From an optimization exercise on the open Yosys and OpenROAD flow, aimed at small area, a short achievable clock period and few clock cycles per item; shortcuts taken in it are not production practice. In this exercise RTL edits were held to simulation tests only and were not proved equivalent to the original.

**design.v**
```verilog
package fc_layer_pkg;
   localparam int DATA_W = 16;
   localparam int N_INPUTS = 8;
   localparam int N_LANES = 16;
   typedef logic signed [DATA_W-1:0] data_t;
   localparam data_t DATA_MAX = data_t'(2 ** (DATA_W - 1) - 1);
   localparam data_t DATA_MIN = data_t'(-(2 ** (DATA_W - 1)));
   typedef enum logic [2:0] {
      st_load,
      st_settle,
      st_compute,
      st_output,
      st_clear
   } seq_state_t;
endpackage
`timescale 1ns/1ps
module fc_sequencer #(
   parameter int n_inputs = fc_layer_pkg::N_INPUTS
) (
   input  logic                        clk,
   input  logic                        reset,
   input  logic                        input_valid,
   output logic                        input_ready,
   output logic [$clog2(n_inputs)-1:0] x_addr,
   output logic                        x_wr,
   output logic [$clog2(n_inputs)-1:0] w_addr,
   output logic                        drain_start,
   input  logic                        drain_done,
   output logic                        mac_step,
   output logic                        clear
);
   localparam int addr_bits = $clog2(n_inputs);
   localparam int step_bits = $clog2(n_inputs + 2);
   fc_layer_pkg::seq_state_t           state;
   logic [addr_bits-1:0] in_cnt;
   logic [step_bits-1:0] step_cnt;
   logic                 last_step;
   assign last_step = (step_cnt == step_bits'(n_inputs + 1));
   always_comb begin
      input_ready  = (state == fc_layer_pkg::st_load);
      x_wr         = input_ready && input_valid;
      mac_step     = (state == fc_layer_pkg::st_compute) && (step_cnt < step_bits'(n_inputs));
      clear        = (state == fc_layer_pkg::st_clear);
      drain_start  = (state == fc_layer_pkg::st_compute) && last_step;
      w_addr       = step_cnt[addr_bits-1:0];
      if (state == fc_layer_pkg::st_load) begin
         x_addr = in_cnt;
      end else begin
         x_addr = step_cnt[addr_bits-1:0];
      end
   end
   always_ff @(posedge clk) begin
      if (reset) begin
         state    <= fc_layer_pkg::st_load;
         in_cnt   <= '0;
         step_cnt <= '0;
      end else begin
         case (state)
            fc_layer_pkg::st_load: begin
               if (input_valid) begin
                  if (in_cnt == addr_bits'(n_inputs - 1)) begin
                     in_cnt <= '0;
                     state  <= fc_layer_pkg::st_settle;
                  end else begin
                     in_cnt <= in_cnt + 1'b1;
                  end
               end
            end
            fc_layer_pkg::st_settle: begin
               step_cnt <= '0;
               state    <= fc_layer_pkg::st_compute;
            end
            fc_layer_pkg::st_compute: begin
               if (last_step) begin
                  step_cnt <= '0;
                  state    <= fc_layer_pkg::st_output;
               end else begin
                  step_cnt <= step_cnt + 1'b1;
               end
            end
            fc_layer_pkg::st_output: begin
               if (drain_done) begin
                  state <= fc_layer_pkg::st_clear;
               end
            end
            fc_layer_pkg::st_clear: begin
               state <= fc_layer_pkg::st_load;
            end
            default: begin
               state <= fc_layer_pkg::st_load;
            end
         endcase
      end
   end
endmodule
`timescale 1ns/1ps
module fc_vector_buffer #(
   parameter int n_inputs = fc_layer_pkg::N_INPUTS
) (
   input  logic                        clk,
   input  fc_layer_pkg::data_t         input_data,
   input  logic [$clog2(n_inputs)-1:0] x_addr,
   input  logic                        x_wr,
   output fc_layer_pkg::data_t         x_data
);
   fc_layer_pkg::data_t mem [n_inputs];
   always_ff @(posedge clk) begin
      if (x_wr) begin
         mem[x_addr] <= input_data;
      end
      x_data <= mem[x_addr];
   end
endmodule
`timescale 1ns/1ps
module fc_weight_rom #(
   parameter int n_inputs = fc_layer_pkg::N_INPUTS,
   parameter int n_lanes  = fc_layer_pkg::N_LANES
) (
   input  logic                              clk,
   input  logic [$clog2(n_inputs)-1:0]       w_addr,
   output logic [n_lanes-1:0][fc_layer_pkg::DATA_W-1:0] w_col
);
   function automatic fc_layer_pkg::data_t weight(input logic [6:0] idx);
      case (idx)
         7'd0: weight = -16'sd5;
         7'd1: weight = 16'sd9;
         7'd2: weight = 16'sd40;
         7'd3: weight = -16'sd85;
         7'd4: weight = 16'sd93;
         7'd5: weight = 16'sd1;
         7'd6: weight = 16'sd53;
         7'd7: weight = -16'sd41;
         7'd8: weight = -16'sd92;
         7'd9: weight = 16'sd112;
         7'd10: weight = -16'sd63;
         7'd11: weight = 16'sd12;
         7'd12: weight = 16'sd13;
         7'd13: weight = -16'sd3;
         7'd14: weight = -16'sd23;
         7'd15: weight = -16'sd94;
         7'd16: weight = -16'sd74;
         7'd17: weight = -16'sd23;
         7'd18: weight = -16'sd33;
         7'd19: weight = 16'sd28;
         7'd20: weight = 16'sd68;
         7'd21: weight = -16'sd39;
         7'd22: weight = 16'sd90;
         7'd23: weight = -16'sd114;
         7'd24: weight = 16'sd68;
         7'd25: weight = -16'sd88;
         7'd26: weight = -16'sd114;
         7'd27: weight = -16'sd53;
         7'd28: weight = -16'sd32;
         7'd29: weight = -16'sd67;
         7'd30: weight = -16'sd92;
         7'd31: weight = 16'sd91;
         7'd32: weight = 16'sd70;
         7'd33: weight = 16'sd77;
         7'd34: weight = -16'sd121;
         7'd35: weight = 16'sd35;
         7'd36: weight = -16'sd50;
         7'd37: weight = 16'sd60;
         7'd38: weight = 16'sd122;
         7'd39: weight = -16'sd14;
         7'd40: weight = 16'sd44;
         7'd41: weight = -16'sd69;
         7'd42: weight = 16'sd126;
         7'd43: weight = -16'sd71;
         7'd44: weight = 16'sd57;
         7'd45: weight = -16'sd24;
         7'd46: weight = -16'sd37;
         7'd47: weight = 16'sd111;
         7'd48: weight = 16'sd81;
         7'd49: weight = 16'sd58;
         7'd50: weight = 16'sd11;
         7'd51: weight = 16'sd22;
         7'd52: weight = -16'sd109;
         7'd53: weight = -16'sd27;
         7'd54: weight = 16'sd36;
         7'd55: weight = 16'sd88;
         7'd56: weight = 16'sd14;
         7'd57: weight = 16'sd50;
         7'd58: weight = -16'sd93;
         7'd59: weight = 16'sd110;
         7'd60: weight = 16'sd111;
         7'd61: weight = -16'sd56;
         7'd62: weight = 16'sd73;
         7'd63: weight = 16'sd54;
         7'd64: weight = -16'sd107;
         7'd65: weight = 16'sd80;
         7'd66: weight = -16'sd39;
         7'd67: weight = -16'sd29;
         7'd68: weight = 16'sd12;
         7'd69: weight = -16'sd44;
         7'd70: weight = 16'sd86;
         7'd71: weight = -16'sd71;
         7'd72: weight = 16'sd15;
         7'd73: weight = 16'sd84;
         7'd74: weight = -16'sd14;
         7'd75: weight = -16'sd56;
         7'd76: weight = -16'sd68;
         7'd77: weight = 16'sd78;
         7'd78: weight = -16'sd72;
         7'd79: weight = -16'sd114;
         7'd80: weight = 16'sd8;
         7'd81: weight = 16'sd67;
         7'd82: weight = 16'sd36;
         7'd83: weight = 16'sd28;
         7'd84: weight = -16'sd87;
         7'd85: weight = -16'sd56;
         7'd86: weight = -16'sd12;
         7'd87: weight = 16'sd55;
         7'd88: weight = 16'sd122;
         7'd89: weight = 16'sd23;
         7'd90: weight = 16'sd37;
         7'd91: weight = 16'sd105;
         7'd92: weight = 16'sd95;
         7'd93: weight = -16'sd18;
         7'd94: weight = 16'sd31;
         7'd95: weight = 16'sd116;
         7'd96: weight = -16'sd65;
         7'd97: weight = 16'sd121;
         7'd98: weight = -16'sd40;
         7'd99: weight = 16'sd75;
         7'd100: weight = -16'sd51;
         7'd101: weight = -16'sd82;
         7'd102: weight = -16'sd124;
         7'd103: weight = 16'sd92;
         7'd104: weight = -16'sd126;
         7'd105: weight = -16'sd9;
         7'd106: weight = -16'sd91;
         7'd107: weight = -16'sd65;
         7'd108: weight = -16'sd59;
         7'd109: weight = -16'sd35;
         7'd110: weight = -16'sd51;
         7'd111: weight = 16'sd77;
         7'd112: weight = -16'sd96;
         7'd113: weight = 16'sd113;
         7'd114: weight = -16'sd23;
         7'd115: weight = -16'sd55;
         7'd116: weight = -16'sd71;
         7'd117: weight = 16'sd93;
         7'd118: weight = -16'sd128;
         7'd119: weight = -16'sd77;
         7'd120: weight = -16'sd3723;
         7'd121: weight = -16'sd4699;
         7'd122: weight = 16'sd21532;
         7'd123: weight = -16'sd25004;
         7'd124: weight = -16'sd16876;
         7'd125: weight = -16'sd14916;
         7'd126: weight = -16'sd4535;
         7'd127: weight = 16'sd1619;
         default: weight = '0;
      endcase
   endfunction
   always_ff @(posedge clk) begin
      for (int l = 0; l < n_lanes; l++) begin
         w_col[l] <= weight(7'(l * n_inputs) | 7'(w_addr));
      end
   end
endmodule
`timescale 1ns/1ps
module fc_mac_lane #(
   parameter int lane    = 0,
   parameter int data_w  = fc_layer_pkg::DATA_W,
   parameter bit relu_en = 1'b1
) (
   input  logic                clk,
   input  logic                reset,
   input  fc_layer_pkg::data_t x_data,
   input  fc_layer_pkg::data_t w,
   input  logic                mac_step,
   input  logic                clear,
   output fc_layer_pkg::data_t result
);
   logic signed [2*data_w-1:0] product_full;
   fc_layer_pkg::data_t                      product_sat;
   fc_layer_pkg::data_t                      prod_q;
   logic                       step_d1;
   logic                       step_d2;
   logic signed [data_w:0]     sum_wide;
   fc_layer_pkg::data_t                      sum_sat;
   fc_layer_pkg::data_t                      acc;
   fc_layer_pkg::data_t                      relu_out;
   always_comb begin
      product_full = (2*data_w)'(x_data) * (2*data_w)'(w);
      if (product_full > (2*data_w)'(fc_layer_pkg::DATA_MAX)) begin
         product_sat = fc_layer_pkg::DATA_MAX;
      end else if (product_full < (2*data_w)'(fc_layer_pkg::DATA_MIN)) begin
         product_sat = fc_layer_pkg::DATA_MIN;
      end else begin
         product_sat = fc_layer_pkg::data_t'(product_full);
      end
   end
   always_ff @(posedge clk) begin
      prod_q <= product_sat;
      if (reset) begin
         step_d1 <= 1'b0;
         step_d2 <= 1'b0;
      end else begin
         step_d1 <= mac_step;
         step_d2 <= step_d1;
      end
   end
   always_comb begin
      sum_wide = (data_w+1)'(acc) + (data_w+1)'(prod_q);
      if (sum_wide > (data_w+1)'(fc_layer_pkg::DATA_MAX)) begin
         sum_sat = fc_layer_pkg::DATA_MAX;
      end else if (sum_wide < (data_w+1)'(fc_layer_pkg::DATA_MIN)) begin
         sum_sat = fc_layer_pkg::DATA_MIN;
      end else begin
         sum_sat = fc_layer_pkg::data_t'(sum_wide);
      end
   end
   always_ff @(posedge clk) begin
      if (reset || clear) begin
         acc <= '0;
      end else if (step_d2) begin
         acc <= sum_sat;
      end
   end
   always_comb begin
      if (relu_en && acc[data_w-1]) begin
         relu_out = '0;
      end else begin
         relu_out = acc;
      end
   end
   assign result = relu_out;
endmodule
`timescale 1ns/1ps
module fc_output_stage #(
   parameter int n_lanes = fc_layer_pkg::N_LANES
) (
   input  logic                clk,
   input  logic                reset,
   input  logic                drain_start,
   output logic                drain_done,
   output logic                output_valid,
   input  logic                output_ready,
   output fc_layer_pkg::data_t output_data,
   input  logic [n_lanes-1:0][fc_layer_pkg::DATA_W-1:0] results
);
   localparam int sel_bits = $clog2(n_lanes);
   logic                busy;
   logic [sel_bits-1:0] sel;
   assign output_valid = busy;
   assign output_data  = results[sel];
   always_ff @(posedge clk) begin
      if (reset) begin
         busy       <= 1'b0;
         sel        <= '0;
         drain_done <= 1'b0;
      end else begin
         drain_done <= 1'b0;
         if (drain_start) begin
            busy <= 1'b1;
            sel  <= '0;
         end else if (busy && output_ready) begin
            if (sel == sel_bits'(n_lanes - 1)) begin
               busy       <= 1'b0;
               sel        <= '0;
               drain_done <= 1'b1;
            end else begin
               sel <= sel + 1'b1;
            end
         end
      end
   end
endmodule
`timescale 1ns/1ps
module fc_layer_top #(
   parameter int n_inputs = fc_layer_pkg::N_INPUTS,
   parameter int n_lanes  = fc_layer_pkg::N_LANES,
   parameter int data_w   = fc_layer_pkg::DATA_W,
   parameter bit relu_en  = 1'b1
) (
   input  logic                clk,
   input  logic                reset,
   input  logic                input_valid,
   output logic                input_ready,
   input  fc_layer_pkg::data_t input_data,
   output logic                output_valid,
   input  logic                output_ready,
   output fc_layer_pkg::data_t output_data
);
   logic [$clog2(n_inputs)-1:0] x_addr;
   logic [$clog2(n_inputs)-1:0] w_addr;
   logic                        x_wr;
   logic                        drain_start;
   logic                        drain_done;
   fc_layer_pkg::data_t                         x_data;
   logic [n_lanes-1:0][data_w-1:0]              w_col;
   logic [n_lanes-1:0][data_w-1:0]              results;
   logic                                        mac_step;
   logic                                        clear;
   fc_sequencer #(.n_inputs(n_inputs)) u_sequencer (
      .clk, .reset, .input_valid, .input_ready,
      .x_addr, .x_wr, .w_addr, .drain_start, .drain_done,
      .mac_step, .clear
   );
   fc_vector_buffer #(.n_inputs(n_inputs)) u_vector_buffer (
      .clk, .input_data, .x_addr, .x_wr, .x_data
   );
   fc_weight_rom #(.n_inputs(n_inputs), .n_lanes(n_lanes)) u_weight_rom (
      .clk, .w_addr, .w_col
   );
   for (genvar i = 0; i < n_lanes; i++) begin : g_lane
      fc_mac_lane #(.lane(i), .data_w(data_w), .relu_en(relu_en)) u_lane (
         .clk, .reset, .x_data, .w(w_col[i]), .mac_step, .clear,
         .result(results[i])
      );
   end
   fc_output_stage #(.n_lanes(n_lanes)) u_output_stage (
      .clk, .reset, .drain_start, .drain_done,
      .output_valid, .output_ready, .output_data,
      .results
   );
endmodule
```
**run.sh**
```bash
#!/bin/bash
# synth_recipe.tcl (not shown) runs the flow's synth.tcl, then flattens the netlist and writes it again
# the make line also repeats each setting of config.mk as NAME=value (left out here)
make -C /OpenROAD-flow-scripts/flow DESIGN_CONFIG=/design/flow/config.mk WORK_HOME=/design/flow/orfs CLKGATE_MAP_FILE= SYNTH_SCRIPT=/design/flow/synth_recipe.tcl finish
```
**config.mk**
```make
export PLATFORM = sky130hd
export DESIGN_NAME = fc_layer_top
export DESIGN_NICKNAME = fc_layer_top
export VERILOG_FILES = /design/flow/design.v
export SDC_FILE = /design/flow/constraint.sdc
export NUM_CORES = 4
export LEC_CHECK = 0
export CAP_MARGIN = 20
export CORE_MARGIN = 2
export CORE_UTILIZATION = 40
export PLACE_DENSITY = 0.6
export SLEW_MARGIN = 20
```
**constraint.sdc**
```tcl
create_clock -name core_clock -period 12.0 [get_ports {clk}]
set_input_delay 2.4000 -clock core_clock [delete_from_list [all_inputs] [get_ports {clk}]]
set_output_delay 2.4000 -clock core_clock [all_outputs]
set_load 0.01 [all_outputs]
```
==> reports/metrics.yaml <==
global_route:
  grt_use_total_pct: 26.54
  grt_overflow: 0
  grt_max_degree: 107
  antenna_found_initial: 67
  grt_pass1_vias: 136100
  grt_pass1_wl_um: 879300
logic_synthesis:
  syn_avg_cell_area_um2: 9.020
  yosysMostFrequentCell: "inv_1"
  async_reset_ff_share_pct: 0
  synth_edf_count: 128
  ys_types: 119
  synthTopCellsByCount: "4805 x inv_1, 3525 x fa_1, 1638 x ha_1"
  yosys_most_used_dff: "dfxtp_1"
  synth_top_cell_by_area: "fa_1"
  seq_area_frac_synth_pct: 9.645
  syn_area_mm2: 0.1758
  synth_seq_cells: 783
  synth_top_area_share_pct: 40.14
  ys_warn_count: 20
  ys_top_cells_by_area: "fa_1 40%, ha_1 12%, inv_1 10%"
  synth_cells: 19490
  synth_nets: 24670
timing:
  tightest_slew_ns: 1.324
  final_max_slew_viol_count: 0
  fin_crit_ns: 9.524
  period_share_pct: 79.37
  max_clock_freq_mhz: 105.0
  hold_slack_ns: 0.4364
  slew_headroom_pct: 10.81
  fin_setup_tns_ns: 0
  setup_viol: 0
  timing_hold_violations_final: 0
  finClkSkew_ns: 0.1050
  rsz0062_at_grt: "false"
  timing.final.ws_setup_ns: 2.476
finish:
  finalNetCount: 24340
  layout.cells.non_filler: 25040
  multi_input_area_mm2: 0.1386
  layout-drive-gt1-share_pct: 3.228
  area_delta_synth_final_pct: 6.079
  post-route-util_pct: 42.60
  register_area_mm2: 0.01703
  fill_cells: 43300
  fin_area_mm2: 0.1865
critical_path:
  cp.arrival_ns: 10.11
  r2r_start: "u_weight_rom.w_col[131]"
  path_max_fanout: 41
  ff2ff_setup_slack_ns: 2.48
  r2r-end: "g_lane[4].u_lane.prod_q[2]"
  criticalPathCategory: "reg2reg"
  r2r_cells: 25
  cp_slowest_cell: "o41ai_4"
  start_kind: "flop"
  worstPathRequired_ns: 12.59
  cpPeakStageDelay_ns: 0.92
  crit_top_cell: "fa_1"
  endpoint_kind: "flop"
run:
  drv_cap: 0
placed_design:
  gp_congestion: 1.002
  dp_cells: 24810
  placed_cell_area_mm2: 0.1829
  port_buffers: 36
  place_ws_ns: 2.704
  dp_hpwl_um: 486900
min_path:
  hold_path_class: "reg2reg"
  hold_start: "g_lane[12].u_lane.step_d1"
  hold-path-endpoint: "g_lane[10].u_lane.step_d2"
  worstHoldPathCells: 1
die:
  rows: 243
  die_w_um: 667.0
  dieArea_mm2: 0.4448
  ios: 38
  die_h_um: 667.0
  start_util_pct: 40.16
  core_region_area_mm2: 0.4378
clock_tree:
  cts_resized: 0
  cts-buffers-inserted: 101
  cts_setup_buffers: 0
  tritoncts: "built"
  clockBufferDepth: 3
  clk-insertion-delay-late_ns: 0.82
  cts.htree.levels: 3
  root_buffer: "clkbuf_16"
  ctsHoldBuffers: 0
  cts_sinks: 783
  clkTransAtPathRegs_ns: 0.06
drt:
  routedWlPerCell_um: 23.42
  viasPerCell: 5.291
  route.vias.total: 132500
  ant_nets: 0
  wirelength_um: 586600
  post-route-drc-count: 0
  drt_iter0_markers: 11610
  first_pass_iters: 7
outcome:
  status: "complete, no violations"
[per-layer routing]
metal,vias up,wire [µm],global-route usage (%)
met5,-,306,0.1628
met3,958,55620,6.334
met2,4846,256300,41.02
met4,38,29860,10.84
met1,66920,244500,35.71
li1,59740,-,-
[placed cells by master (no fill, tap or decap), types with 128 or more instances in the layout]
master    instances
fa_1           3525
buf_4           190
xor2_1          304
and2_1          994
a21o_1          281
nand3_1         234
dfxtp_1         635
edfxtp_1        128
o21ai_0         680
nand2_1        1537
ha_1           1638
o21ai_1         146
nor2_1          771
inv_1          4799
a21oi_1         799
xnor2_1         435
nor3_1          191
[cell families (layout without fill, tap and decap cells)]
family	count (synthesis)	count (layout)	synth area share [%]
AOI/OAI and AO/OA	2904	2904	10.52
xor gates and xnor gates	750	750	3.736
adders and majority gates	5242	5242	52.24
buffers and inverters	5493	5237	11.77
DFF	783	783	9.645
muxes	36	36	0.3295
other	1	51	0.002133
and+or+nand+nor	4282	4282	11.75
[worst max-delay path, delay by kind of cell, from the launching register on]
| family | cells | cell delay, ns |
|---|---|---|
| buffers and inverters | 6 | 1.52 |
| AOI/OAI and AO/OA | 5 | 2.06 |
| and+or+nand+nor | 7 | 1.87 |
| adders and majority gates | 7 | 3.46 |
| DFF | 1 | 0.32 |
[state kept, by name, summed over array words and instances, names as in the netlist, 3 cells and up]
signal,cells
g_lane.u_lane.acc,256
g_lane.u_lane.prod_q,256
u_vector_buffer.mem,128
u_weight_rom.w_col,109
u_vector_buffer.x_data,16
u_output_stage.sel,4
u_sequencer.step_cnt,4
u_sequencer.in_cnt,3
u_sequencer.state,3
[layout make-up]
| class | count | share of cell area [%] |
|---|---|---|
| Antenna cell | 50 | 0.06709 |
| Clock buffer | 131 | 1.491 |
| Clock inverter | 55 | 0.3549 |
| Inverter | 4812 | 9.686 |
| Multi-Input combinational cell | 13220 | 74.30 |
| Sequential cell | 783 | 9.129 |
| Tap cell | 5757 | 3.862 |
| Timing Repair Buffer | 239 | 1.105 |
[worst max-delay path by stage]
stage	from	end	slack (ns)	cells past startpoint
6_report	u_weight_rom.w_col[131]	g_lane[4].u_lane.prod_q[2]	2.48	25
3_5_place_dp	u_weight_rom.w_col[131]	g_lane[4].u_lane.prod_q[6]	2.70	25
4_1_cts	u_weight_rom.w_col[131]	g_lane[4].u_lane.prod_q[2]	2.59	25
5_1_grt	u_weight_rom.w_col[131]	g_lane[4].u_lane.prod_q[7]	2.08	25
2_1_floorplan	u_vector_buffer.x_data[15]	g_lane[14].u_lane.prod_q[5]	4.09	27
3_3_place_gp	u_vector_buffer.x_data[2]	g_lane[3].u_lane.prod_q[9]	2.54	22
Testbench counts, summed over its fixed seeds: cycles 7,096, items 192.

## re-timing with driven ports
How much do the figures lean on ideal ports? The routed layout below was timed once more, with nothing changed but the port constraints. Step 1 (the two cells are an assumption about what drives the block):
set clk [get_ports {clk}]
set_driving_cell -lib_cell sky130_fd_sc_hd__clkbuf_16 $clk
set_driving_cell -lib_cell sky130_fd_sc_hd__buf_2 [delete_from_list [all_inputs] $clk]
Step 2 adds t to the input delays and takes it off the output delays; t is the mean of the earliest and latest rising clock arrival at the registers after step 1. Input paths then give back, and output paths get back, about the clock's delay inside the block. Slacks: ideal / step 1 / step 2; pairs: ideal / step 1.
t (ns): 0.866
setup slack, ns: 2.476 / 2.476 / 2.476
slew at the worst register clock pin (ns): 0.08 / 0.08
worst data-port slew with drivers (ns): 0.06
After both steps this run still meets setup and hold. The setup slack of this run moves by 0.000 ns with the drivers and by 0.000 ns with both steps.
